What follows belongs to an exercise in optimizing a design on an open flow for small area, a short achievable clock period and few clock cycles per item; a production flow would make more cautious choices.
At most, simulation tests tie the RTL to the original design; equivalence was not proved.
No functional check of the RTL was part of run 6.

==> flow/design.v (outline; a module is shown in full before it is edited, if it fits) <==
// module hft_macd_engine_mc: 212 lines
// module csa_fast: 1478 lines
// module csa_slow: 1454 lines
// module csa_sig: 2218 lines
// module csa_m3: 586 lines
// module csa_t3: 401 lines
// module adder_sk_51: 628 lines
// module adder_sk_52: 640 lines
// module adder_sk_64: 784 lines
// module adder_sk_65: 927 lines
module hft_macd_engine_mc #(
   parameter int N_CH            = 4,
   parameter int PRICE_W         = 32,
   parameter int FRAC_W          = 16,
   parameter int ALPHA_FAST      = 10181,
   parameter int ALPHA_SLOW      = 4854,
   parameter int ALPHA_SIG       = 13107,
   parameter int HYST            = 0,
   parameter int WARMUP_TICKS    = 26,
   parameter int STOP_LOSS_PTS   = 50,
   parameter int TAKE_PROFIT_PTS = 100
) (
   input  logic                              clk,
   input  logic                              reset,
   input  logic                              tick_valid,
   output logic                              tick_ready,
   input  logic [$clog2(N_CH)-1:0]           tick_ch,
   input  logic signed [PRICE_W-1:0]         tick_price,
   input  logic                              trade_en,
   output logic                              order_valid,
   input  logic                              order_ready,
   output logic [$clog2(N_CH)-1:0]           order_ch,
   output logic [1:0]                        order_side,
   output logic signed [PRICE_W-1:0]         order_price
);
  // ...
==> flow/run.sh <==
#!/bin/bash
# synth_recipe.tcl (not shown) runs the flow's synth.tcl, then flattens the netlist and writes it again
# the make line also repeats each setting of config.mk as NAME=value (left out here)
make -C /OpenROAD-flow-scripts/flow DESIGN_CONFIG=/design/flow/config.mk WORK_HOME=/design/flow/orfs CLKGATE_MAP_FILE= SYNTH_SCRIPT=/design/flow/synth_recipe.tcl finish
==> flow/config.mk <==
export PLATFORM = sky130hd
export DESIGN_NAME = hft_macd_engine_mc
export DESIGN_NICKNAME = hft_macd_engine_mc
export VERILOG_FILES = /design/flow/design.v
export SDC_FILE = /design/flow/constraint.sdc
export NUM_CORES = 4
export LEC_CHECK = 0
export ABC_CLOCK_PERIOD_IN_PS = 7000
export CAP_MARGIN = 60
export CORE_MARGIN = 2
export CORE_UTILIZATION = 40
export SLEW_MARGIN = 60
==> flow/constraint.sdc <==
create_clock -name core_clock -period 17.0 [get_ports {clk}]
set_input_delay 3.4000 -clock core_clock [delete_from_list [all_inputs] [get_ports {clk}]]
set_output_delay 3.4000 -clock core_clock [all_outputs]
set_load 0.01 [all_outputs]
==> reports/metrics.yaml, run 1 <==
timing:
  rsz0062_at_grt: "false"
  setup_violations: 0
  period_needed_ps: 7550
  skew_ps: 38.4
min_path:
  hp-start: "te1_q"
  hold_path.class: "reg -> reg"
drt:
  drc: 0
  final_antenna_net_count: 0
  highest-signal-layer: "met5"
  wl_met3_um: 15600
  avgRoutedWirePerCell_um: 23.1
critical_path:
  worst-path-stages: 22
  regToRegStartpoint: "g3_q[15]"
  cp.arrival_ps: 8190
  r2r-end: "g3_q[48]"
  crit_family: "adder cells"
  crit_path_frequent_cell: "fa_1"
  crit_type: "reg -> reg"
  endpoint: "g3_q[48]"
yosys:
  yosysTopAreaCell: "edfxtp_1"
  synth.cell_area_mm2: 0.0970
  synth_top_area_share_pct: 37.0
  ys_seq_elements: 1228
  synth_compound_area_share_pct: 6.72
  synthCells: 7837
  synth-xor-area-share_pct: 2.65
finish:
  final_util_pct: 45.0
  clkCellAreaFrac_pct: 4.11
  seq_cells: 1228
  fin_cells: 11400
  final_cell_mix: "inv_1, fa_1, edfxtp_1, ha_1, nand2_1"
floorplan:
  io-pin-count: 77
  die_x_um: 496
placement:
  dp_hpwl_um: 210000
  dp.cells: 11100
clock_tree:
  ctsResizeCount: 0
global_route:
  grt_pass1_vias: 63400
  grtUsageTotal_pct: 21.8
outcome:
  status: "timing/DRC/antenna clean"
Testbench counts, summed over its fixed seeds: cycles 24,032, ticks 24,000.
==> run 2, diff against run 1 <==
--- a/flow/config.mk
+++ b/flow/config.mk
@@ -5,7 +5,7 @@
 export SDC_FILE = /design/flow/constraint.sdc
 export NUM_CORES = 4
 export LEC_CHECK = 0
-export ABC_CLOCK_PERIOD_IN_PS = 7000
+export ABC_AREA = 1
 export CAP_MARGIN = 60
 export CORE_MARGIN = 2
 export CORE_UTILIZATION = 40
==> run 2 against run 1 <==
Compared with the run above:
- sequential share of layout area down 0.78 points
- still clean on timing, DRC and antenna
- via count is 15% higher
- utilization fell by 0.32 points
- global-route usage up 1.3 points
==> reports/metrics.yaml, run 2 <==
outcome:
  status: "timing/DRC/antenna clean"  # unchanged
timing:
  setup_violations: 0  # unchanged
  tightest_slew_ps: 647  # was 603 ps
  fin_crit_sh_pct: 41.1  # was 44.4%
  period_needed_ps: 6990  # was 7550 ps
  max_slew_margin_pct: 56.9  # was 59.4%
  rsz0062_at_grt: "false"  # unchanged
  slew_viol_final: 0  # unchanged
  timing.setup.tns_ps: 0  # unchanged
  hold_viol: 0  # unchanged
  skew_ps: 68.1  # was 38.4 ps
  fin_hold_ws_ps: 418  # was 416 ps
  fmaxAchievable_mhz: 143  # was 132 MHz
drt:
  drt_iter0_drc: 5540  # was 4903
  totalWireLength_um: 287000  # was 263000 um
  final_antenna_net_count: 0  # unchanged
  vias: 68300  # was 59500
  firstDrtPassIters: 6  # was 5
  avgRoutedWirePerCell_um: 21.4  # was 23.1 um
  drc: 0  # unchanged
  vias_per_cell: 5.08  # was 5.23
placement:
  routabilityCongestion: 0.945  # was 0.935
  placed_cell_area_mm2: 0.106  # was 0.103 mm^2
  io_buffers: 76  # unchanged
  dp_hpwl_um: 226000  # was 210000 um
critical_path:
  path_buf_inv: 6  # was 3
  crit_path_max_incr_delay_ps: 680  # was 670 ps
  crit_chain: "inv_1, fa_1, inv_1, fa_1, inv_1, fa_1, fa_1, fa_1, inv_1, ha_1, nand4_1, nor3_1, a221o_1, nand2_1, nand2_1, nand3_1, nand2_1, buf_4, inv_1, fa_1, xnor2_1, nand2_1, o21ai_0"  # was inv_1, fa_1, fa_1, fa_1, fa_1, fa_1, inv_1, ha_1, nand3_1, nor3_1, nand2_1, a21oi_1, a21bo_2, a2111oi_0, buf_4, o2111ai_1, a21oi_1, o31a_1, a41oi_1, nor2b_1, xnor2_1, a21o_1
  crit_path_max_fanout: 32  # was 7
  crit_path_start_kind: "flop"  # unchanged
  cp.arrival_ps: 7600  # was 8190 ps
  regToRegStartpoint: "g3_q[11]"  # was g3_q[15]
  crit_slowest_cell: "edfxtp_1"  # unchanged
  crit_path_end_kind: "flop"  # unchanged
  crit_path_frequent_cell: "fa_1"  # unchanged
  crit_type: "reg -> reg"  # unchanged
  cp.required_ps: 17610  # was 17640 ps
  cp-startpoint: "g3_q[11]"  # was g3_q[15]
  crit_family: "adder cells"  # unchanged
finish:
  syn_to_final_growth_pct: 11.4  # was 11.7%
  top_register: "sig_q"  # unchanged
  multi_input_area_mm2: 0.0538  # was 0.0536 mm^2
  top_regs: "sig_q: 196 flops, fast_q: 192 flops, slow_q: 192 flops"  # unchanged
  final_common_cell: "inv_1"  # unchanged
  final_cell_mix: "inv_1, nand2_1, fa_1, edfxtp_1, ha_1"  # was inv_1, fa_1, edfxtp_1, ha_1, nand2_1
  drive_gt1_share_pct: 6.10  # was 9.42%
  nets: 11900  # was 9978
  seqCellArea_mm2: 0.0367  # unchanged
  fill_cells: 23300  # was 21600
  largest_register_ffs: 196  # unchanged
  final_util_pct: 44.7  # was 45.0%
  final_area_mm2: 0.111  # was 0.108 mm^2
yosys:
  ys_warn_count: 7  # unchanged
  synth.avg_cell_area_um2: 10.2  # was 12.4 um^2
  ys_seq_elements: 1228  # unchanged
  synth_area_leaders: "edfxtp_1, fa_1, inv_1"  # was edfxtp_1, fa_1, ha_1
  yosysMostFrequentCell: "inv_1"  # unchanged
  synth_top_area_share_pct: 36.0  # was 37.0%
  synth-xor-area-share_pct: 2.01  # was 2.65%
  synth_cell_types: 63  # was 99
  synthCells: 9752  # was 7837
  synthArstFlopShare_pct: 2.77  # unchanged
  synthAdderAreaFrac_pct: 33.1  # was 34.0%
  yosysTopAreaCell: "edfxtp_1"  # unchanged
  ys.flop_type: "edfxtp_1"  # unchanged
  yosys.area_share.simple_pct: 12.4  # was 5.82%
  synth_edf_count: 1194  # unchanged
  synth_compound_area_share_pct: 6.03  # was 6.72%
  yosys-top-cells-count: "inv_1, nand2_1, fa_1, edfxtp_1, ha_1"  # was inv_1, fa_1, edfxtp_1, ha_1, nand2_1
  muxShareOfSynthArea_pct: 0  # was 5.15%
  synth.cell_area_mm2: 0.0996  # was 0.0970 mm^2
  synth_top_family_by_area: "adder cells"  # unchanged
  ys_seq_area_share_pct: 36.9  # was 37.8%
clock_tree:
  clock_latency_ps: 830  # was 790 ps
  clockBufferDepth: 3  # unchanged
  cts_root_buffer: "clkbuf_16"  # unchanged
  clock-sinks: 1228  # unchanged
  cts_setup_buffers: 0  # unchanged
  cts.clk_slew.worst_paths_ps: 60  # about the same
  cts_tree: "yes"  # unchanged
  htreeDepth: 4  # unchanged
  ctsResizeCount: 0  # unchanged
  cts_hold_buffers: 0  # unchanged
  cts_buffers: 139  # unchanged
flow_run:
  drv_cap: 0  # unchanged
global_route:
  grt_pass1_vias: 70500  # was 63400
  grtUsageTotal_pct: 23.1  # was 21.8%
  antenna_found_initial: 18  # was 9
  grt-ovfl-total: 0  # unchanged
  grt_max_degree: 97  # unchanged
  grt_pass1_wl_um: 439000  # was 402000 um
floorplan:
  rows: 183  # was 180
  die_height_um: 503  # was 496 um
  io-pin-count: 77  # unchanged
  dieArea_mm2: 0.253  # was 0.246 mm^2
  die_x_um: 503  # was 496 um
  core_mm2: 0.248  # was 0.241 mm^2
  initial_core_util_pct: 40.1  # was 40.3%
min_path:
  hp-start: "te2_q"  # was te1_q
  hold_path.class: "reg -> reg"  # unchanged
-- run 2: changes by cell type after synthesis, moves of 60 or more --
cell,previous run,this run
mux2i_1,74,0
nand3_1,74,379
o21ai_0,254,341
a21o_1,128,21
inv_1,1879,2376
nor2_1,218,370
nand2_1,423,1696
a221oi_1,10,70
a21oi_1,219,368
mux4_2,183,0
xnor2_1,158,58
-- run 2: kinds of logic after synthesis --
logic type,after synthesis
adders and majority gates,1867
xor gates and xnor gates,229
buffers and inverters,2541
AOI/OAI and AO/OA,1015
and+or+nand+nor,2872
DFF,1228
-- run 2: worst register-to-register path, stage by stage, from the launching register on --
cell and delay (ps):
edfxtp_1 680, inv_1 340, fa_1 660, inv_1 80, fa_1 510, inv_1 60
fa_1 480, fa_1 570, fa_1 550, inv_1 40, ha_1 290, nand4_1 130
nor3_1 160, a221o_1 200, nand2_1 60, nand2_1 320, nand3_1 140, nand2_1 90
buf_4 410, inv_1 140, fa_1 390, xnor2_1 340, nand2_1 90, o21ai_0 90
-- run 2: per-layer routing --
metal / vias up / track usage, % / part of all wire, %
li1: 31300 / - / -
met1: 34300 / 32.5 / 43
met2: 2306 / 37.1 / 47
met3: 426 / 3.77 / 7.2
met4: 6 / 6.18 / 2.7
met5: - / 0 / 0.016
-- run 2: cell type report --
cell class,count,share of cell area (%)
multi-input combinational,5983,48.5
clock buffer,160,3.22
tap,3330,3.76
inverter,2397,8.14
antenna,10,0.0226
clock inverter,90,0.901
timing repair buffer,243,2.34
sequential,1228,33.1
-- run 2: path summary, 6_finish.rpt --
check | end | slack (ps) | cells after the start
max in group asynchronous | warm_q[3][1] | 13680 | 3
max reg2reg | g3_q[17] | 10010 | 23
max | g3_q[17] | 10010 | 23
min reg2reg | te3_q | 420 | 0
min | te3_q | 420 | 0
min in group asynchronous | rdy_q | 2960 | 3
-- run 2: per-stage QoR --
step / setup WS (ps) / cells
floorplan: 2890 / 9752
global placement: 8640 / 13100
detailed placement: 9280 / 13200
CTS: 9970 / 13400
global route: 9510 / 13400
finish: 10010 / 13400
==> run 3, diff against run 2 <==
--- a/flow/config.mk
+++ b/flow/config.mk
@@ -8,5 +8,5 @@
 export ABC_AREA = 1
 export CAP_MARGIN = 60
 export CORE_MARGIN = 2
-export CORE_UTILIZATION = 40
+export CORE_UTILIZATION = 60
 export SLEW_MARGIN = 60
==> run 3 against run 2 <==
Compared with the run above:
- die area fell by 33%
- clock skew fell by 17 ps
- clock-buffer cell count rose by 3
- register-to-register slack got worse by 20 ps
- global-route usage rose by 11 points
- hold slack improved by 7.1 ps
- critical path type unchanged
- critical path depth fell by 1
- critical endpoint unchanged
- setup slack got worse by 21 ps
- area after synthesis did not move
==> reports/metrics.yaml, run 3 <==
outcome:
  status: "timing/DRC/antenna clean"  # unchanged
critical_path:
  crit_path_frequent_cell: "fa_1"  # unchanged
  crit_family: "adder cells"  # unchanged
  crit_chain: "inv_1, fa_1, inv_1, fa_1, inv_1, fa_1, fa_1, fa_1, inv_1, ha_1, nand4_1, nor3_1, a221o_1, nand2_1, nand2_1, nand3_1, nand2_4, inv_1, fa_1, xnor2_1, nand2_1, o21ai_0"  # was inv_1, fa_1, inv_1, fa_1, inv_1, fa_1, fa_1, fa_1, inv_1, ha_1, nand4_1, nor3_1, a221o_1, nand2_1, nand2_1, nand3_1, nand2_1, buf_4, inv_1, fa_1, xnor2_1, nand2_1, o21ai_0
  crit_path_max_incr_delay_ps: 710  # was 680 ps
  crit_path_start_kind: "flop"  # unchanged
  cp.required_ps: 17630  # was 17610 ps
  crit_path_end_kind: "flop"  # unchanged
  crit_type: "reg -> reg"  # unchanged
  crit_slowest_cell: "edfxtp_1"  # unchanged
  crit_path_max_fanout: 32  # unchanged
  cp.arrival_ps: 7640  # was 7600 ps
  worst-path-stages: 22  # was 23
  path_buf_inv: 5  # was 6
  rr_worst_depth: 22  # was 23
placement:
  io_buffers: 76  # unchanged
  routabilityCongestion: 0.979  # was 0.945
  place_ws_ps: 9330  # was 9280 ps
  dp_hpwl_um: 217000  # was 226000 um
  placed_cell_area_mm2: 0.104  # was 0.106 mm^2
timing:
  fmaxAchievable_mhz: 143  # about the same
  timing.setup.tns_ps: 0  # unchanged
  rsz0062_at_grt: "false"  # unchanged
  fin_hold_ws_ps: 426  # was 418 ps
  slew_viol_final: 0  # unchanged
  period_needed_ps: 7010  # was 6990 ps
  hold_viol: 0  # unchanged
  max_slew_margin_pct: 57.8  # was 56.9%
  setup_violations: 0  # unchanged
  skew_ps: 50.8  # was 68.1 ps
  setup_ws_ps: 9990  # was 10010 ps
  fin_crit_sh_pct: 41.2  # was 41.1%
  tightest_slew_ps: 631  # was 647 ps
min_path:
  hold_depth: 0  # unchanged
  hold_path.class: "reg -> reg"  # unchanged
finish:
  final_common_cell: "inv_1"  # unchanged
  nets: 11900  # about the same
  top_register: "sig_q"  # unchanged
  largest_register_ffs: 196  # unchanged
  final_area_mm2: 0.109  # was 0.111 mm^2
  top_regs: "sig_q: 196 flops, fast_q: 192 flops, slow_q: 192 flops"  # unchanged
  drive_gt1_share_pct: 5.93  # was 6.10%
  final_cell_mix: "inv_1, nand2_1, fa_1, edfxtp_1, ha_1"  # unchanged
  fill_cells: 13100  # was 23300
  syn_to_final_growth_pct: 9.61  # was 11.4%
global_route:
  grtUsageTotal_pct: 34.1  # was 23.1%
  grt_max_degree: 122  # was 97
  grt_pass1_wl_um: 429000  # was 439000 um
  grt_pass1_vias: 70600  # was 70500
  grt-ovfl-total: 0  # unchanged
  antenna_found_initial: 9  # was 18
yosys:
  synthArstFlopShare_pct: 2.77  # unchanged
  synthCells: 9752  # unchanged
  ys_seq_elements: 1228  # unchanged
  synth.avg_cell_area_um2: 10.2  # unchanged
  synth_cell_types: 63  # unchanged
  yosys-top-cells-count: "inv_1, nand2_1, fa_1, edfxtp_1, ha_1"  # unchanged
  synth_edf_count: 1194  # unchanged
  ys_warn_count: 7  # unchanged
  ys.flop_type: "edfxtp_1"  # unchanged
  yosysMostFrequentCell: "inv_1"  # unchanged
  synth_top_area_share_pct: 36.0  # unchanged
  synth.cell_area_mm2: 0.0996  # unchanged
  yosysTopAreaCell: "edfxtp_1"  # unchanged
  synth_area_leaders: "edfxtp_1, fa_1, inv_1"  # unchanged
  ys_seq_area_share_pct: 36.9  # unchanged
floorplan:
  rows: 149  # was 183
  dieArea_mm2: 0.169  # was 0.253 mm^2
  io-pin-count: 77  # unchanged
  initial_core_util_pct: 60.4  # was 40.1%
  core_mm2: 0.165  # was 0.248 mm^2
  die_x_um: 411  # was 503 um
  die_height_um: 411  # was 503 um
drt:
  drc: 0  # unchanged
  vias: 69000  # was 68300
  firstDrtPassIters: 25  # was 6
  totalWireLength_um: 279000  # was 287000 um
  vias_per_cell: 5.61  # was 5.08
  drt_iter0_drc: 6609  # was 5540
  final_antenna_net_count: 0  # unchanged
  avgRoutedWirePerCell_um: 22.7  # was 21.4 um
flow_run:
  drv_cap: 0  # unchanged
clock_tree:
  clock_latency_ps: 810  # was 830 ps
  cts_tree: "yes"  # unchanged
  cts.clk_slew.worst_paths_ps: 60  # about the same
  cts_hold_buffers: 0  # unchanged
  cts_root_buffer: "clkbuf_16"  # unchanged
  clock-sinks: 1228  # unchanged
  cts_buffers: 133  # was 139
  htreeDepth: 4  # unchanged
  clockBufferDepth: 3  # unchanged
  ctsResizeCount: 0  # unchanged
  cts_setup_buffers: 0  # unchanged
==> run 3: area by class of cell <==
| cell class | count | area (um^2) | share of cell area (%) |
|---|---|---|---|
| timing repair buffer | 243 | 2380 | 2.18 |
| antenna | 4 | 10.0 | 0.00917 |
| multi-input combinational | 5983 | 53800 | 49.3 |
| inverter | 2397 | 9040 | 8.28 |
| clock buffer | 163 | 3500 | 3.21 |
| sequential | 1228 | 36700 | 33.6 |
| tap | 2189 | 2740 | 2.51 |
| clock inverter | 79 | 950 | 0.870 |
==> run 3: path summary, 6_finish.rpt <==
check,startpoint,end,slack [ps]
setup / recovery,g3_q[12],g3_q[17],9990
hold / removal,te1_q,te2_q,430
setup reg to reg,g3_q[12],g3_q[17],9990
hold reg to reg,te1_q,te2_q,430
max in group asynchronous,reset,warm_q[2][2],13630
min in group asynchronous,reset,rdy_q,3000
==> run 3: cells by family after synthesis <==
family | synth area share [%]
AOI/OAI and AO/OA | 6.03
xor gates and xnor gates | 2.01
and+or+nand+nor | 12.4
adders and majority gates | 33.1
buffers and inverters | 9.60
DFF | 36.9
==> run 3: per-layer routing <==
layer / up-vias / part of all wire (%) / global-route usage (%) / wire (um)
met1: 34300 / 41 / 47.9 / 115000
met3: 574 / 8.6 / 6.16 / 24100
met2: 2814 / 46 / 53.7 / 129000
met4: 8 / 4.0 / 12.4 / 11200
li1: 31300 / - / - / -
met5: - / 0.043 / 0.339 / 119
==> run 3: worst reg2reg max path: stages, from the launching register on <==
cell and delay, ps:
edfxtp_1 710, inv_1 360, fa_1 590, inv_1 70, fa_1 520, inv_1 70, fa_1 510, fa_1 570
fa_1 530, inv_1 40, ha_1 280, nand4_1 150, nor3_1 250, a221o_1 250, nand2_1 70, nand2_1 270
nand3_1 190, nand2_4 370, inv_1 110, fa_1 400, xnor2_1 410, nand2_1 90, o21ai_0 90
==> run 3: per-stage QoR <==
stage / util [%] / cells
CTS: 66.0 / 12300
detailed placement: 63.3 / 12000
finish: 66.2 / 12300
global placement: 62.6 / 11900
global route: 66.2 / 12300
floorplan: - / 9752
==> run 4, diff against run 3 <==
--- a/flow/config.mk
+++ b/flow/config.mk
@@ -5,8 +5,8 @@
 export SDC_FILE = /design/flow/constraint.sdc
 export NUM_CORES = 4
 export LEC_CHECK = 0
-export ABC_AREA = 1
 export CAP_MARGIN = 60
 export CORE_MARGIN = 2
 export CORE_UTILIZATION = 60
+export CTS_BUF_LIST = sky130_fd_sc_hd__clkbuf_4 sky130_fd_sc_hd__clkbuf_8
 export SLEW_MARGIN = 60
==> run 4 against run 3 <==
Compared with the run above:
- still clean on timing, DRC and antenna
- die area fell by 2.6%
- hold slack improved by 3.6 ps
- flip-flop and latch count unchanged
- critical path depth increased by 1
- global-route usage shrank 2.0 points
- register-to-register slack lost 460 ps
- via count is 12% lower
- cell count decreased by 15%
- fmax fell by 6.2%
==> reports/metrics.yaml, run 4 <==
outcome:
  status: "timing/DRC/antenna clean"  # unchanged
critical_path:
  crit_chain: "inv_1, fa_1, inv_1, fa_1, fa_1, fa_1, fa_1, inv_1, ha_1, nand4_1, nor3_1, and3_1, and3_1, a32o_1, a21oi_1, o211ai_1, buf_2, a221o_1, nand2_1, a311oi_1, a21oi_1, xnor2_1, o21a_1"  # was inv_1, fa_1, inv_1, fa_1, inv_1, fa_1, fa_1, fa_1, inv_1, ha_1, nand4_1, nor3_1, a221o_1, nand2_1, nand2_1, nand3_1, nand2_4, inv_1, fa_1, xnor2_1, nand2_1, o21ai_0
  crit_path_max_fanout: 7  # was 32
  crit_path_frequent_cell: "fa_1"  # unchanged
  crit_type: "reg -> reg"  # unchanged
  crit_path_start_kind: "flop"  # unchanged
  cp.arrival_ps: 8270  # was 7640 ps
  crit_path_max_incr_delay_ps: 650  # was 710 ps
  crit_slowest_cell: "edfxtp_1"  # unchanged
  crit_path_end_kind: "flop"  # unchanged
  cp.required_ps: 17800  # was 17630 ps
drt:
  vias_per_cell: 5.79  # was 5.61
  avgRoutedWirePerCell_um: 24.4  # was 22.7 um
  drt_iter0_drc: 5256  # was 6609
  final_antenna_net_count: 0  # unchanged
  vias: 60500  # was 69000
  firstDrtPassIters: 6  # was 25
  drc: 0  # unchanged
  totalWireLength_um: 255000  # was 279000 um
global_route:
  grt_pass1_vias: 63700  # was 70600
  grt_pass1_wl_um: 390000  # was 429000 um
  antenna_found_initial: 6  # was 9
  grt_max_degree: 88  # was 122
  grtUsageTotal_pct: 32.2  # was 34.1%
  grt-ovfl-total: 0  # unchanged
finish:
  multi_input_area_mm2: 0.0535  # was 0.0538 mm^2
  top_register: "sig_q"  # unchanged
  drive_gt1_share_pct: 10.7  # was 5.93%
  final_cell_mix: "inv_1, fa_1, edfxtp_1, ha_1, nand2_1"  # was inv_1, nand2_1, fa_1, edfxtp_1, ha_1
  final_util_pct: 66.5  # was 66.2%
  top_regs: "sig_q: 196 flops, fast_q: 192 flops, slow_q: 192 flops"  # unchanged
  final_common_cell: "inv_1"  # unchanged
  nets: 10000  # was 11900
  final_area_mm2: 0.107  # was 0.109 mm^2
  seqCellArea_mm2: 0.0367  # unchanged
  syn_to_final_growth_pct: 10.0  # was 9.61%
  largest_register_ffs: 196  # unchanged
  fin_cells: 10500  # was 12300
  fill_cells: 12100  # was 13100
timing:
  timing.setup.tns_ps: 0  # unchanged
  setup_ws_ps: 9530  # was 9990 ps
  fmaxAchievable_mhz: 134  # was 143 MHz
  slew_viol_final: 0  # unchanged
  period_needed_ps: 7470  # was 7010 ps
  hold_viol: 0  # unchanged
  fin_crit_sh_pct: 44.0  # was 41.2%
  rsz0062_at_grt: "false"  # unchanged
  tightest_slew_ps: 662  # was 631 ps
  skew_ps: 68.4  # was 50.8 ps
  setup_violations: 0  # unchanged
  max_slew_margin_pct: 55.6  # was 57.8%
placement:
  routabilityCongestion: 0.932  # was 0.979
  io_buffers: 76  # unchanged
  placed_cell_area_mm2: 0.102  # was 0.104 mm^2
  dp.cells: 10100  # was 12000
  place_ws_ps: 9590  # was 9330 ps
  dp_hpwl_um: 201000  # was 217000 um
yosys:
  ys.flop_type: "edfxtp_1"  # unchanged
  synthCells: 7837  # was 9752
  yosysMostFrequentCell: "inv_1"  # unchanged
  synth_edf_count: 1194  # unchanged
  synthArstFlopShare_pct: 2.77  # unchanged
  yosys-top-cells-count: "inv_1, fa_1, edfxtp_1, ha_1, nand2_1"  # was inv_1, nand2_1, fa_1, edfxtp_1, ha_1
  ys_seq_area_share_pct: 37.8  # was 36.9%
  synth.cell_area_mm2: 0.0970  # was 0.0996 mm^2
  ys_warn_count: 7  # unchanged
  synth_cell_types: 99  # was 63
  synth.avg_cell_area_um2: 12.4  # was 10.2 um^2
  synth_area_leaders: "edfxtp_1, fa_1, ha_1"  # was edfxtp_1, fa_1, inv_1
  ys_seq_elements: 1228  # unchanged
  yosysTopAreaCell: "edfxtp_1"  # unchanged
  synth_top_area_share_pct: 37.0  # was 36.0%
clock_tree:
  cts_hold_buffers: 0  # unchanged
  cts_setup_buffers: 0  # unchanged
  clockBufferDepth: 3  # unchanged
  htreeDepth: 4  # unchanged
  clock-sinks: 1228  # unchanged
  cts_buffers: 206  # was 133
  cts.clk_slew.worst_paths_ps: 70  # was 60 ps
  ctsResizeCount: 0  # unchanged
  cts_root_buffer: "clkbuf_8"  # was clkbuf_16
  clock_latency_ps: 970  # was 810 ps
  cts_tree: "yes"  # unchanged
flow_run:
  drv_cap: 0  # unchanged
floorplan:
  io-pin-count: 77  # unchanged
  rows: 147  # was 149
  initial_core_util_pct: 60.4  # about the same
  die_height_um: 406  # was 411 um
  core_mm2: 0.161  # was 0.165 mm^2
  dieArea_mm2: 0.165  # was 0.169 mm^2
  die_x_um: 406  # was 411 um
min_path:
  hold_path.class: "reg -> reg"  # unchanged
## run 4: cell types whose count changed after synthesis, moves of 87 or more
cell / delta
mux4_2: +183
nor2_1: -152
o21ai_0: -87
nand2_1: -1273
a21o_1: +107
nand3_1: -305
a21oi_1: -149
inv_1: -497
xnor2_1: +100
## run 4: cell type report
class                           count  area share (%)
Inverter                         1881            6.63
Antenna cell                        5          0.0117
Clock inverter                     92           0.818
Multi-Input combinational cell   4591            50.2
Tap cell                         2160            2.53
Timing Repair Buffer              219            2.26
Clock buffer                      277            3.20
Sequential cell                  1228            34.4
## run 4: through the flow
stage	hold slack [ps]
finish	429
global route	442
global placement	423
CTS	437
detailed placement	405
floorplan	400
## run 4: per-layer routing
layer  global-route usage (%)  up-vias  wire (um)
li1                         -    26600          -
met1                     47.0    31100     110000
met2                     49.9     2290     118000
met3                     5.81      420      19400
met4                     9.06        4       7290
met5                        0        -         31
## run 4: critical path, delay by kind of cell, from the launching register on
family	cells	cell delay, ps
fa+ha+maj	6	2930
compound gates	7	1400
simple gates	5	1280
flops	1	650
buf+inv	4	540
xor+xnor	1	480
## run 4: worst paths after layout
path	endpoint	from	slack, ps	depth (start not counted)
max	s1_q[43]	s1_q[25]	9530	23
min	te2_q	te1_q	430	0
max reg2reg	s1_q[43]	s1_q[25]	9530	23
min reg2reg	te2_q	te1_q	430	0
max in group asynchronous	qf_q	reset	13730	3
min in group asynchronous	v3_q	reset	2880	3
## run 4: cell families after synthesis
logic type / share of synthesized area, %
buf+inv: 7.83
fa+ha+maj: 34.0
xor+xnor: 2.65
simple gates: 5.82
mux: 5.15
flops: 37.8
compound gates: 6.72
==> run 5, diff against run 4 <==
--- a/flow/config.mk
+++ b/flow/config.mk
@@ -5,8 +5,9 @@
 export SDC_FILE = /design/flow/constraint.sdc
 export NUM_CORES = 4
 export LEC_CHECK = 0
+export ABC_AREA = 1
 export CAP_MARGIN = 60
 export CORE_MARGIN = 2
 export CORE_UTILIZATION = 60
-export CTS_BUF_LIST = sky130_fd_sc_hd__clkbuf_4 sky130_fd_sc_hd__clkbuf_8
 export SLEW_MARGIN = 60
+export SYNTH_HIERARCHICAL = 1
==> run 5 against run 4 <==
Compared with the run above:
- still clean
- first-iteration DRC count increased by 19%
- clock-buffer cell count decreased by 117
- sequential share of layout area decreased by 1.9 points
- die area increased by 7.4%
- utilization decreased by 0.81 points
- cell count increased by 29%
- design area increased by 5.9%
==> reports/metrics.yaml, run 5 <==
drt:
  drc: 0  # unchanged
  vias_per_cell: 5.46  # was 5.79
  drt_iter0_drc: 6235  # was 5256
  vias: 73400  # was 60500
  final_antenna_net_count: 0  # unchanged
  totalWireLength_um: 280000  # was 255000 um
  avgRoutedWirePerCell_um: 20.8  # was 24.4 um
  firstDrtPassIters: 6  # unchanged
global_route:
  use_met3_pct: 4.03  # was 5.81%
  gr-usage-met1_pct: 44.7  # was 47.0%
  top_usage_layer: "met2"  # unchanged
  grt_max_degree: 103  # was 88
  grt_pass1_vias: 75600  # was 63700
  antenna_found_initial: 7  # was 6
  grt-ovfl-total: 0  # unchanged
  grtUsageTotal_pct: 32.7  # was 32.2%
  grt_util_met2_pct: 53.4  # was 49.9%
  grt_pass1_wl_um: 434000  # was 390000 um
critical_path:
  worst-path-stages: 20  # was 23
  cp.required_ps: 17560  # was 17800 ps
  crit_slowest_cell: "edfxtp_1"  # unchanged
  crit_path_max_incr_delay_ps: 700  # was 650 ps
  crit_path_end_kind: "flop"  # unchanged
  crit_type: "reg -> reg"  # unchanged
  cp-startpoint: "g3_q[39]"  # was s1_q[25]
  regToRegStartpoint: "g3_q[39]"  # was s1_q[25]
  crit_path_start_kind: "flop"  # unchanged
  crit_family: "adder cells"  # unchanged
  cp.arrival_ps: 7010  # was 8270 ps
  crit_path_max_fanout: 7  # unchanged
  rr_worst_depth: 20  # was 23
  path_buf_inv: 5  # was 4
  r2r-end: "g3_q[39]"  # was s1_q[43]
  endpoint: "g3_q[39]"  # was s1_q[43]
  crit_chain: "inv_1, fa_1, inv_1, fa_1, inv_1, fa_1, fa_1, inv_1, fa_1, ha_1, nand2_1, nor2_2, nand2_2, inv_1, nand4_1, nor2_1, nand2_1, nand3_1, nand2_1, a32o_1"  # was inv_1, fa_1, inv_1, fa_1, fa_1, fa_1, fa_1, inv_1, ha_1, nand4_1, nor3_1, and3_1, and3_1, a32o_1, a21oi_1, o211ai_1, buf_2, a221o_1, nand2_1, a311oi_1, a21oi_1, xnor2_1, o21a_1
  rrSetupSlack_ps: 10550  # was 9530 ps
floorplan:
  core_mm2: 0.172  # was 0.161 mm^2
  initial_core_util_pct: 60.5  # was 60.4%
  dieArea_mm2: 0.177  # was 0.165 mm^2
  io-pin-count: 77  # unchanged
  die_height_um: 421  # was 406 um
  die_x_um: 421  # was 406 um
  rows: 152  # was 147
finish:
  nets: 13000  # was 10000
  final_area_mm2: 0.113  # was 0.107 mm^2
  largest_register_ffs: 196  # unchanged
  final_cell_mix: "nand2_1, inv_1, fa_1, edfxtp_1, ha_1"  # was inv_1, fa_1, edfxtp_1, ha_1, nand2_1
  fin_cells: 13400  # was 10500
  fill_cells: 13900  # was 12100
  final_common_cell: "nand2_1"  # was inv_1
  top_regs: "sig_q: 196 flops, fast_q: 192 flops, slow_q: 192 flops"  # unchanged
  syn_to_final_growth_pct: 8.46  # was 10.0%
  drive_gt1_share_pct: 6.22  # was 10.7%
  top_register: "sig_q"  # unchanged
yosys:
  synth.cell_area_mm2: 0.104  # was 0.0970 mm^2
  synth.avg_cell_area_um2: 9.59  # was 12.4 um^2
  ys_warn_count: 13  # was 7
  synthCells: 10900  # was 7837
timing:
  rsz0062_at_grt: "false"  # unchanged
  tightest_slew_ps: 609  # was 662 ps
  period_needed_ps: 6450  # was 7470 ps
  fmaxAchievable_mhz: 155  # was 134 MHz
  timing.setup.tns_ps: 0  # unchanged
  setup_violations: 0  # unchanged
  slew_viol_final: 0  # unchanged
  skew_ps: 60.4  # was 68.4 ps
  hold_viol: 0  # unchanged
  max_slew_margin_pct: 59.4  # was 55.6%
  fin_crit_sh_pct: 38.0  # was 44.0%
clock_tree:
  cts_buffers: 130  # was 206
  cts.clk_slew.worst_paths_ps: 70  # about the same
  clockBufferDepth: 3  # unchanged
  ctsResizeCount: 0  # unchanged
  cts_hold_buffers: 0  # unchanged
  cts_setup_buffers: 0  # unchanged
  clock-sinks: 1228  # unchanged
  cts_tree: "yes"  # unchanged
  cts_root_buffer: "clkbuf_16"  # was clkbuf_8
  clock_latency_ps: 810  # was 970 ps
  htreeDepth: 4  # unchanged
placement:
  routabilityCongestion: 0.973  # was 0.932
  dp_hpwl_um: 222000  # was 201000 um
  io_buffers: 76  # unchanged
  placed_cell_area_mm2: 0.108  # was 0.102 mm^2
  dp.cells: 13200  # was 10100
min_path:
  hold_path.class: "reg -> reg"  # unchanged
  hp-start: "te1_q"  # unchanged
flow_run:
  drv_cap: 0  # unchanged
outcome:
  status: "timing/DRC/antenna clean"  # unchanged
run 5: per-layer routing:
layer	up-vias	wire length [um]
met3	578	18600
met2	2501	132000
met1	36100	116000
li1	34200	-
met4	6	12800
met5	-	46
run 5: worst min-delay path by stage:
stage                 end  slack [ps]  depth (start not counted)
detailed placement  te3_q         410                          0
floorplan           ok3_q         400                          0
global placement    te3_q         400                          0
CTS                 te2_q         420                          0
global route        te3_q         430                          0
finish              te2_q         420                          0
run 5: cell type report:
class | count | area [um^2] | area share, %
Antenna cell | 1 | 2.50 | 0.00221
Clock buffer | 160 | 3440 | 3.04
Clock inverter | 76 | 885 | 0.783
Inverter | 2497 | 9400 | 8.32
Multi-Input combinational cell | 6891 | 57000 | 50.5
Sequential cell | 1228 | 36700 | 32.5
Tap cell | 2310 | 2890 | 2.56
Timing Repair Buffer | 270 | 2670 | 2.37
run 5: stage by stage:
step	hold WS (ps)	utilization [%]	setup WS [ps]
floorplan	400	-	7220
global placement	403	62.2	9800
detailed placement	405	63.0	10140
CTS	420	65.5	10600
global route	431	65.7	10230
finish	421	65.7	10550
==> module hft_macd_engine_mc, before the edit <==
module hft_macd_engine_mc #(
   parameter int N_CH            = 4,
   parameter int PRICE_W         = 32,
   parameter int FRAC_W          = 16,
   parameter int ALPHA_FAST      = 10181,
   parameter int ALPHA_SLOW      = 4854,
   parameter int ALPHA_SIG       = 13107,
   parameter int HYST            = 0,
   parameter int WARMUP_TICKS    = 26,
   parameter int STOP_LOSS_PTS   = 50,
   parameter int TAKE_PROFIT_PTS = 100
) (
   input  logic                              clk,
   input  logic                              reset,
   input  logic                              tick_valid,
   output logic                              tick_ready,
   input  logic [$clog2(N_CH)-1:0]           tick_ch,
   input  logic signed [PRICE_W-1:0]         tick_price,
   input  logic                              trade_en,
   output logic                              order_valid,
   input  logic                              order_ready,
   output logic [$clog2(N_CH)-1:0]           order_ch,
   output logic [1:0]                        order_side,
   output logic signed [PRICE_W-1:0]         order_price
);
   localparam int CH_W   = $clog2(N_CH);
   localparam int E_W    = PRICE_W + FRAC_W;       
   localparam int M_W    = E_W + 1;                
   localparam int WARM_W = $clog2(WARMUP_TICKS + 1);
   localparam logic [WARM_W-1:0] WARM_MAX = WARM_W'(WARMUP_TICKS);
   localparam logic [1:0] POS_FLAT = 2'd0, POS_LONG = 2'd1, POS_SHORT = 2'd2;
   logic [E_W-1:0]     fast_q  [N_CH];
   logic [E_W-1:0]     slow_q  [N_CH];
   logic [M_W-1:0]     sig_q   [N_CH];
   logic [WARM_W-1:0]  warm_q  [N_CH];     
   logic [1:0]         pos_q   [N_CH];
   logic [PRICE_W-1:0] entry_q [N_CH];
   logic               rdy_q, qf_q;
   logic               v1_q, v2_q, v3_q;
   logic [CH_W-1:0]    ch1_q, ch2_q, ch3_q;
   logic [PRICE_W-1:0] px1_q, px2_q, px3_q;
   logic               te1_q, te2_q, te3_q;
   logic [E_W-1:0]     f1_q, s1_q;
   logic [WARM_W-1:0]  w1_q;
   logic [E_W-1:0]     f2_q, s2_q;
   logic               first2_q, first3_q, ok2_q, ok3_q;
   logic [M_W+1:0]     m3_3_q;
   logic [M_W-1:0]     g3_q;
   logic [3:0]         fe3_q, fp3_q;
   logic               fwd3_q;
   logic               ov_q;
   logic [CH_W-1:0]    och_q, qch_q;
   logic [1:0]         oside_q, qside_q;
   logic [PRICE_W-1:0] opx_q, qpx_q;
   wire run = !qf_q;
   wire acc = tick_valid && rdy_q;
   assign tick_ready  = rdy_q;
   assign order_valid = ov_q;
   assign order_ch    = och_q;
   assign order_side  = oside_q;
   assign order_price = opx_q;
   logic [63:0]       sf1, ss1;
   logic [E_W-1:0]    fast_n, slow_n;
   logic [WARM_W-1:0] warm_n;
   logic              seen1;
   csa_fast u_fast (.acc(f1_q), .px(px1_q), .s(sf1));
   csa_slow u_slow (.acc(s1_q), .px(px1_q), .s(ss1));
   always_comb begin
      seen1  = (w1_q != '0);
      fast_n = sf1[63:16];
      slow_n = ss1[63:16];
      warm_n = !seen1 ? WARM_W'(1) : (w1_q == WARM_MAX) ? WARM_MAX : w1_q + 1'b1;
   end
   wire fwd1 = v1_q && (ch1_q == tick_ch);
   wire seen0 = (warm_q[tick_ch] != '0);
   wire [E_W-1:0] p0 = {tick_price, {FRAC_W{1'b0}}};
   logic [M_W+1:0]  m3_2;
   logic [PRICE_W-1:0] e2;
   logic signed [PRICE_W:0] de2, dp2;
   logic [3:0]      fe2, fp2;
   csa_m3 u_m3 (.f(f2_q), .s(s2_q), .o(m3_2));
   assign e2    = entry_q[ch2_q];
   assign de2   = $signed({px2_q[PRICE_W-1], px2_q}) - $signed({e2[PRICE_W-1], e2});
   assign dp2   = $signed({px2_q[PRICE_W-1], px2_q}) - $signed({px3_q[PRICE_W-1], px3_q});
   assign fe2 = {de2 >= TAKE_PROFIT_PTS, de2 <= -TAKE_PROFIT_PTS, de2 >= STOP_LOSS_PTS, de2 <= -STOP_LOSS_PTS};
   assign fp2 = {dp2 >= TAKE_PROFIT_PTS, dp2 <= -TAKE_PROFIT_PTS, dp2 >= STOP_LOSS_PTS, dp2 <= -STOP_LOSS_PTS};
   logic [64:0]        sg3;
   logic [M_W-1:0]     sig_n;
   logic [M_W+2:0]     t3a, t3b;
   logic [M_W+2:0]     xp3, xn3;
   logic [1:0]         p3, pos_n;
   logic [3:0]         f3;
   logic               hpos, hneg, hit, is_long, is_short, is_flat, set_entry;
   logic [1:0]         side;
   csa_sig u_sig (.acc(g3_q), .m(m3_3_q), .s(sg3));
   csa_t3 u_t3 (.m(m3_3_q), .g(g3_q), .ra(t3a), .rb(t3b));
   assign xp3 = t3a + t3b - (M_W+3)'(3);    
   assign xn3 = t3a + t3b + (M_W+3)'(5);    
   always_comb begin
      sig_n = sg3[64:16];    
      hpos  = !xp3[M_W+2];
      hneg  = xn3[M_W+2];
      p3    = pos_q[ch3_q];
      f3    = fwd3_q ? fp3_q : fe3_q;
      is_long  = (p3 == POS_LONG);
      is_short = (p3 == POS_SHORT);
      is_flat  = (p3 == POS_FLAT);
      hit   = 1'b1;
      side  = 2'b11;
      pos_n = POS_FLAT;
      set_entry = 1'b0;
      if ((is_long && f3[0]) || (is_short && f3[1])) begin
      end else if ((is_long && f3[3]) || (is_short && f3[2])) begin
      end else if (is_long && hneg) begin
         side = 2'b10;
      end else if (is_short && hpos) begin
         side = 2'b01;
      end else if (is_flat && te3_q && hpos) begin
         side = 2'b01; pos_n = POS_LONG; set_entry = 1'b1;
      end else if (is_flat && te3_q && hneg) begin
         side = 2'b10; pos_n = POS_SHORT; set_entry = 1'b1;
      end else begin
         hit = 1'b0;
      end
      if (!(v3_q && ok3_q)) hit = 1'b0;
   end
   always_ff @(posedge clk) begin
      for (int i = 0; i < N_CH; i++) begin
         if (run && v1_q && ch1_q == i) begin
            fast_q[i] <= fast_n;
            slow_q[i] <= slow_n;
         end
         if (run && v3_q && ch3_q == i) sig_q[i] <= sig_n;
         if (run && v3_q && is_flat && ch3_q == i) entry_q[i] <= px3_q;
      end
   end
   always_ff @(posedge clk or posedge reset) begin
      if (reset) begin
         for (int i = 0; i < N_CH; i++) begin
            warm_q[i] <= '0;
            pos_q[i]  <= POS_FLAT;
         end
      end else begin
         for (int i = 0; i < N_CH; i++) begin
            if (run && v1_q && ch1_q == i) warm_q[i] <= warm_n;
            if (run && hit && ch3_q == i) pos_q[i] <= pos_n;
         end
      end
   end
   always_ff @(posedge clk) begin
      if (run) begin
         ch1_q <= tick_ch;  px1_q <= tick_price;  te1_q <= trade_en;
         f1_q  <= fwd1 ? fast_n : seen0 ? fast_q[tick_ch] : p0;
         s1_q  <= fwd1 ? slow_n : seen0 ? slow_q[tick_ch] : p0;
         w1_q  <= fwd1 ? warm_n : warm_q[tick_ch];
         ch2_q <= ch1_q;    px2_q <= px1_q;       te2_q <= te1_q;
         first2_q <= !seen1; ok2_q <= (warm_n == WARM_MAX);
         f2_q  <= fast_n;   s2_q <= slow_n;
         ch3_q <= ch2_q;    px3_q <= px2_q;       te3_q <= te2_q;
         first3_q <= first2_q; ok3_q <= ok2_q;
         m3_3_q <= m3_2;
         g3_q  <= (v3_q && ch3_q == ch2_q) ? sig_n : first2_q ? '0 : sig_q[ch2_q];
         fe3_q <= fe2;
         fp3_q <= fp2;
         fwd3_q <= v3_q && is_flat && (ch3_q == ch2_q);
      end
   end
   wire pop    = ov_q && order_ready;
   wire neword = run && hit;
   logic qf_n;
   always_comb begin
      if (qf_q) qf_n = !pop;
      else      qf_n = neword && ov_q && !pop;
   end
   always_ff @(posedge clk or posedge reset) begin
      if (reset) begin
         rdy_q <= 1'b0;
         qf_q  <= 1'b0;
         v1_q  <= 1'b0;
         v2_q  <= 1'b0;
         v3_q  <= 1'b0;
         ov_q  <= 1'b0;
      end else begin
         rdy_q <= !qf_n;
         qf_q  <= qf_n;
         if (run) begin
            v1_q <= acc;
            v2_q <= v1_q;
            v3_q <= v2_q;
         end
         if (qf_q) begin
            if (pop) ov_q <= 1'b1;
         end else if (neword) begin
            if (!ov_q || pop) ov_q <= 1'b1;
         end else if (pop) begin
            ov_q <= 1'b0;
         end
      end
   end
   always_ff @(posedge clk) begin
      if (qf_q) begin
         if (pop) begin
            och_q <= qch_q; oside_q <= qside_q; opx_q <= qpx_q;
         end
      end else begin
         if (!ov_q || pop) begin
            och_q <= ch3_q; oside_q <= side; opx_q <= px3_q;
         end
         qch_q <= ch3_q; qside_q <= side; qpx_q <= px3_q;
      end
   end
endmodule
==> run 6, diff against run 5 <==
--- a/flow/design.v
+++ b/flow/design.v
@@ -40,12 +40,12 @@
    logic [CH_W-1:0]    ch1_q, ch2_q, ch3_q;
    logic [PRICE_W-1:0] px1_q, px2_q, px3_q;
    logic               te1_q, te2_q, te3_q;
-   logic [E_W-1:0]     f1_q, s1_q;
+   logic [E_W-1:0]     f1n_q, s1n_q, f1_q, s1_q;    
    logic [WARM_W-1:0]  w1_q;
    logic [E_W-1:0]     f2_q, s2_q;
    logic               first2_q, first3_q, ok2_q, ok3_q;
    logic [M_W+1:0]     m3_3_q;
-   logic [M_W-1:0]     g3_q;
+   logic [M_W-1:0]     g3n_q, g3_q;
    logic [3:0]         fe3_q, fp3_q;
    logic               fwd3_q;
    logic               ov_q;
@@ -53,6 +53,9 @@
    logic [1:0]         oside_q, qside_q;
    logic [PRICE_W-1:0] opx_q, qpx_q;
    wire run = !qf_q;
+   assign f1_q = ~f1n_q;
+   assign s1_q = ~s1n_q;
+   assign g3_q = ~g3n_q;
    wire acc = tick_valid && rdy_q;
    assign tick_ready  = rdy_q;
    assign order_valid = ov_q;
@@ -150,8 +153,8 @@
    always_ff @(posedge clk) begin
       if (run) begin
          ch1_q <= tick_ch;  px1_q <= tick_price;  te1_q <= trade_en;
-         f1_q  <= fwd1 ? fast_n : seen0 ? fast_q[tick_ch] : p0;
-         s1_q  <= fwd1 ? slow_n : seen0 ? slow_q[tick_ch] : p0;
+         f1n_q <= ~(fwd1 ? fast_n : seen0 ? fast_q[tick_ch] : p0);
+         s1n_q <= ~(fwd1 ? slow_n : seen0 ? slow_q[tick_ch] : p0);
          w1_q  <= fwd1 ? warm_n : warm_q[tick_ch];
          ch2_q <= ch1_q;    px2_q <= px1_q;       te2_q <= te1_q;
          first2_q <= !seen1; ok2_q <= (warm_n == WARM_MAX);
@@ -159,7 +162,7 @@
          ch3_q <= ch2_q;    px3_q <= px2_q;       te3_q <= te2_q;
          first3_q <= first2_q; ok3_q <= ok2_q;
          m3_3_q <= m3_2;
-         g3_q  <= (v3_q && ch3_q == ch2_q) ? sig_n : first2_q ? '0 : sig_q[ch2_q];
+         g3n_q <= ~((v3_q && ch3_q == ch2_q) ? sig_n : first2_q ? '0 : sig_q[ch2_q]);
          fe3_q <= fe2;
          fp3_q <= fp2;
          fwd3_q <= v3_q && is_flat && (ch3_q == ch2_q);
==> run 6 against run 5 <==
Compared with the run above:
- fmax is 1.1% higher
- wire length is 1.0% lower
- clock-buffer cell count is 6 lower
- critical path type unchanged
- largest cell class unchanged
- highest routed layer unchanged
==> reports/metrics.yaml, run 6 <==
drt:
  firstDrtPassIters: 6  # unchanged
  avgRoutedWirePerCell_um: 20.6  # was 20.8 um
  vias: 73100  # was 73400
  vias_per_cell: 5.44  # was 5.46
  drc: 0  # unchanged
  final_antenna_net_count: 0  # unchanged
  drt_iter0_drc: 6087  # was 6235
  totalWireLength_um: 277000  # was 280000 um
floorplan:
  core_mm2: 0.173  # was 0.172 mm^2
  die_height_um: 421  # about the same
  initial_core_util_pct: 60.2  # was 60.5%
  rows: 153  # was 152
  die_x_um: 421  # about the same
  dieArea_mm2: 0.177  # about the same
  io-pin-count: 77  # unchanged
timing:
  rsz0062_at_grt: "false"  # unchanged
  max_slew_margin_pct: 59.4  # about the same
  tightest_slew_ps: 603  # was 609 ps
  fmaxAchievable_mhz: 157  # was 155 MHz
  slew_viol_final: 0  # unchanged
  skew_ps: 29.3  # was 60.4 ps
  period_needed_ps: 6380  # was 6450 ps
  fin_hold_ws_ps: 427  # was 421 ps
  setup_violations: 0  # unchanged
  timing.setup.tns_ps: 0  # unchanged
  fin_crit_sh_pct: 37.6  # was 38.0%
  hold_viol: 0  # unchanged
yosys:
  synth.cell_area_mm2: 0.104  # about the same
  ys_warn_count: 13  # unchanged
  synthCells: 10900  # about the same
  synth.avg_cell_area_um2: 9.56  # was 9.59 um^2
clock_tree:
  cts.clk_slew.worst_paths_ps: 60  # was 70 ps
  cts_buffers: 130  # unchanged
  ctsResizeCount: 0  # unchanged
  clockBufferDepth: 3  # unchanged
  clock_latency_ps: 790  # was 810 ps
  clock-sinks: 1228  # unchanged
  cts_setup_buffers: 0  # unchanged
  htreeDepth: 4  # unchanged
  cts_root_buffer: "clkbuf_16"  # unchanged
  cts_hold_buffers: 0  # unchanged
  cts_tree: "yes"  # unchanged
finish:
  drive_gt1_share_pct: 5.76  # was 6.22%
  top_regs: "sig_q: 196 flops, fast_q: 192 flops, slow_q: 192 flops"  # unchanged
  syn_to_final_growth_pct: 7.87  # was 8.46%
  largest_register_ffs: 196  # unchanged
  nets: 13000  # about the same
  top_register: "sig_q"  # unchanged
  insertedDiodeCount: 0  # was 1
  final_cell_mix: "inv_1, nand2_1, fa_1, edfxtp_1, ha_1"  # was nand2_1, inv_1, fa_1, edfxtp_1, ha_1
  fin_cells: 13400  # about the same
  fill_cells: 14100  # was 13900
  final_common_cell: "inv_1"  # was nand2_1
global_route:
  grt_pass1_wl_um: 433000  # was 434000 um
  antenna_found_initial: 5  # was 7
  grtUsageTotal_pct: 32.0  # was 32.7%
  grt_max_degree: 86  # was 103
  grt-ovfl-total: 0  # unchanged
  grt_pass1_vias: 74800  # was 75600
critical_path:
  crit_type: "reg -> reg"  # unchanged
  cp.required_ps: 17520  # was 17560 ps
  crit_path_end_kind: "flop"  # unchanged
  crit_path_max_fanout: 32  # was 7
  cp.arrival_ps: 6900  # was 7010 ps
  crit_path_start_kind: "flop"  # unchanged
placement:
  io_buffers: 76  # unchanged
  routabilityCongestion: 0.972  # was 0.973
  dp.cells: 13200  # about the same
  dp_hpwl_um: 218000  # was 222000 um
min_path:
  hold_path.class: "reg -> reg"  # unchanged
flow_run:
  drv_cap: 0  # unchanged
outcome:
  status: "timing/DRC/antenna clean"  # unchanged
## run 6: worst paths after layout
check                      cells after the start  startpoint        end  slack (ps)
setup / recovery                              22   g3n_q[23]  g3n_q[17]       10620
hold / removal                                 0       te2_q      te3_q         430
setup reg to reg                              22   g3n_q[23]  g3n_q[17]       10620
hold reg to reg                                0       te2_q      te3_q         430
max in group asynchronous                      3       reset       qf_q       13690
min in group asynchronous                      3       reset       v1_q        3010
## run 6: critical path, stage by stage (launching register included)
cell and delay, ps:
edfxtp_1 360, inv_1 430, inv_1 260, fa_1 580, inv_1 50, fa_1 510
inv_1 60, fa_1 530, fa_1 570, inv_1 70, fa_1 470, ha_1 370
nand2_2 120, inv_1 50, nand2_1 60, nand2_1 90, nand2_1 90, nand2_1 60
a21oi_2 150, nand2_4 280, fa_1 500, xor2_1 340, a21oi_1 110
## run 6: cell type report
type / instances / area, um^2 / area share [%]
clock buffer: 154 / 3440 / 3.05
clock inverter: 82 / 803 / 0.714
inverter: 2634 / 9900 / 8.80
multi-input combinational: 6805 / 56600 / 50.3
sequential: 1228 / 36700 / 32.6
tap: 2325 / 2910 / 2.58
timing repair buffer: 213 / 2220 / 1.97
## run 6: metal layers
metal | vias up | share of wire (%) | GRT usage, %
met2 | 2397 | 48 | 52.8
met5 | - | 0.0065 | 0
met3 | 419 | 7.0 | 4.66
met1 | 36300 | 42 | 44.7
met4 | 2 | 2.7 | 8.49
li1 | 34000 | - | -
## run 6: stage by stage
step	util (%)	instance area (um^2)	setup WS [ps]
2_1_floorplan	-	104000	2880
3_3_place_gp	61.9	107000	9530
3_5_place_dp	62.4	108000	9930
4_1_cts	64.8	112000	10570
5_1_grt	65.0	113000	10280
6_report	65.0	113000	10620

[afterwards: timing with drivers on the ports]
The flow's constraints put no driver on any port. The routed layouts listed below were extracted and timed again, unchanged, in two steps. Step 1 sets driving cells, clkbuf_16 on the clock port and buf_2 on the other inputs (assumed; they add their load-dependent delay and slew). Step 2 also shifts input and output timing later by t, the mid clock arrival at the registers, as if the neighbouring blocks saw the same clock. Three values: no drivers, after step 1, after step 2; two values: the first two.
| run | t (ns) | slack for setup (ns) | worst setup path after step 2 | pins driven straight from the clock port |
|---|---|---|---|---|
| run 1 | 0.847 | 9.452 / 9.452 / 9.452 | register to register | 1 |
| run 2 | 0.874 | 10.009 / 10.009 / 9.205 | input to register | 1 |
| run 3 | 0.863 | 9.988 / 9.988 / 9.185 | input to register | 1 |
| run 4 | 1.008 | 9.527 / 9.527 / 9.527 | register to register | 1 |
| run 5 | 0.855 | 10.546 / 10.546 / 10.123 | input to register | 1 |
| run 6 | 0.859 | 10.616 / 10.616 / 10.017 | input to register | 1 |
After both steps every run listed still meets setup and hold. The setup slack of run 2, which loses most, moves by 0.000 ns with the drivers and by -0.804 ns with both steps.
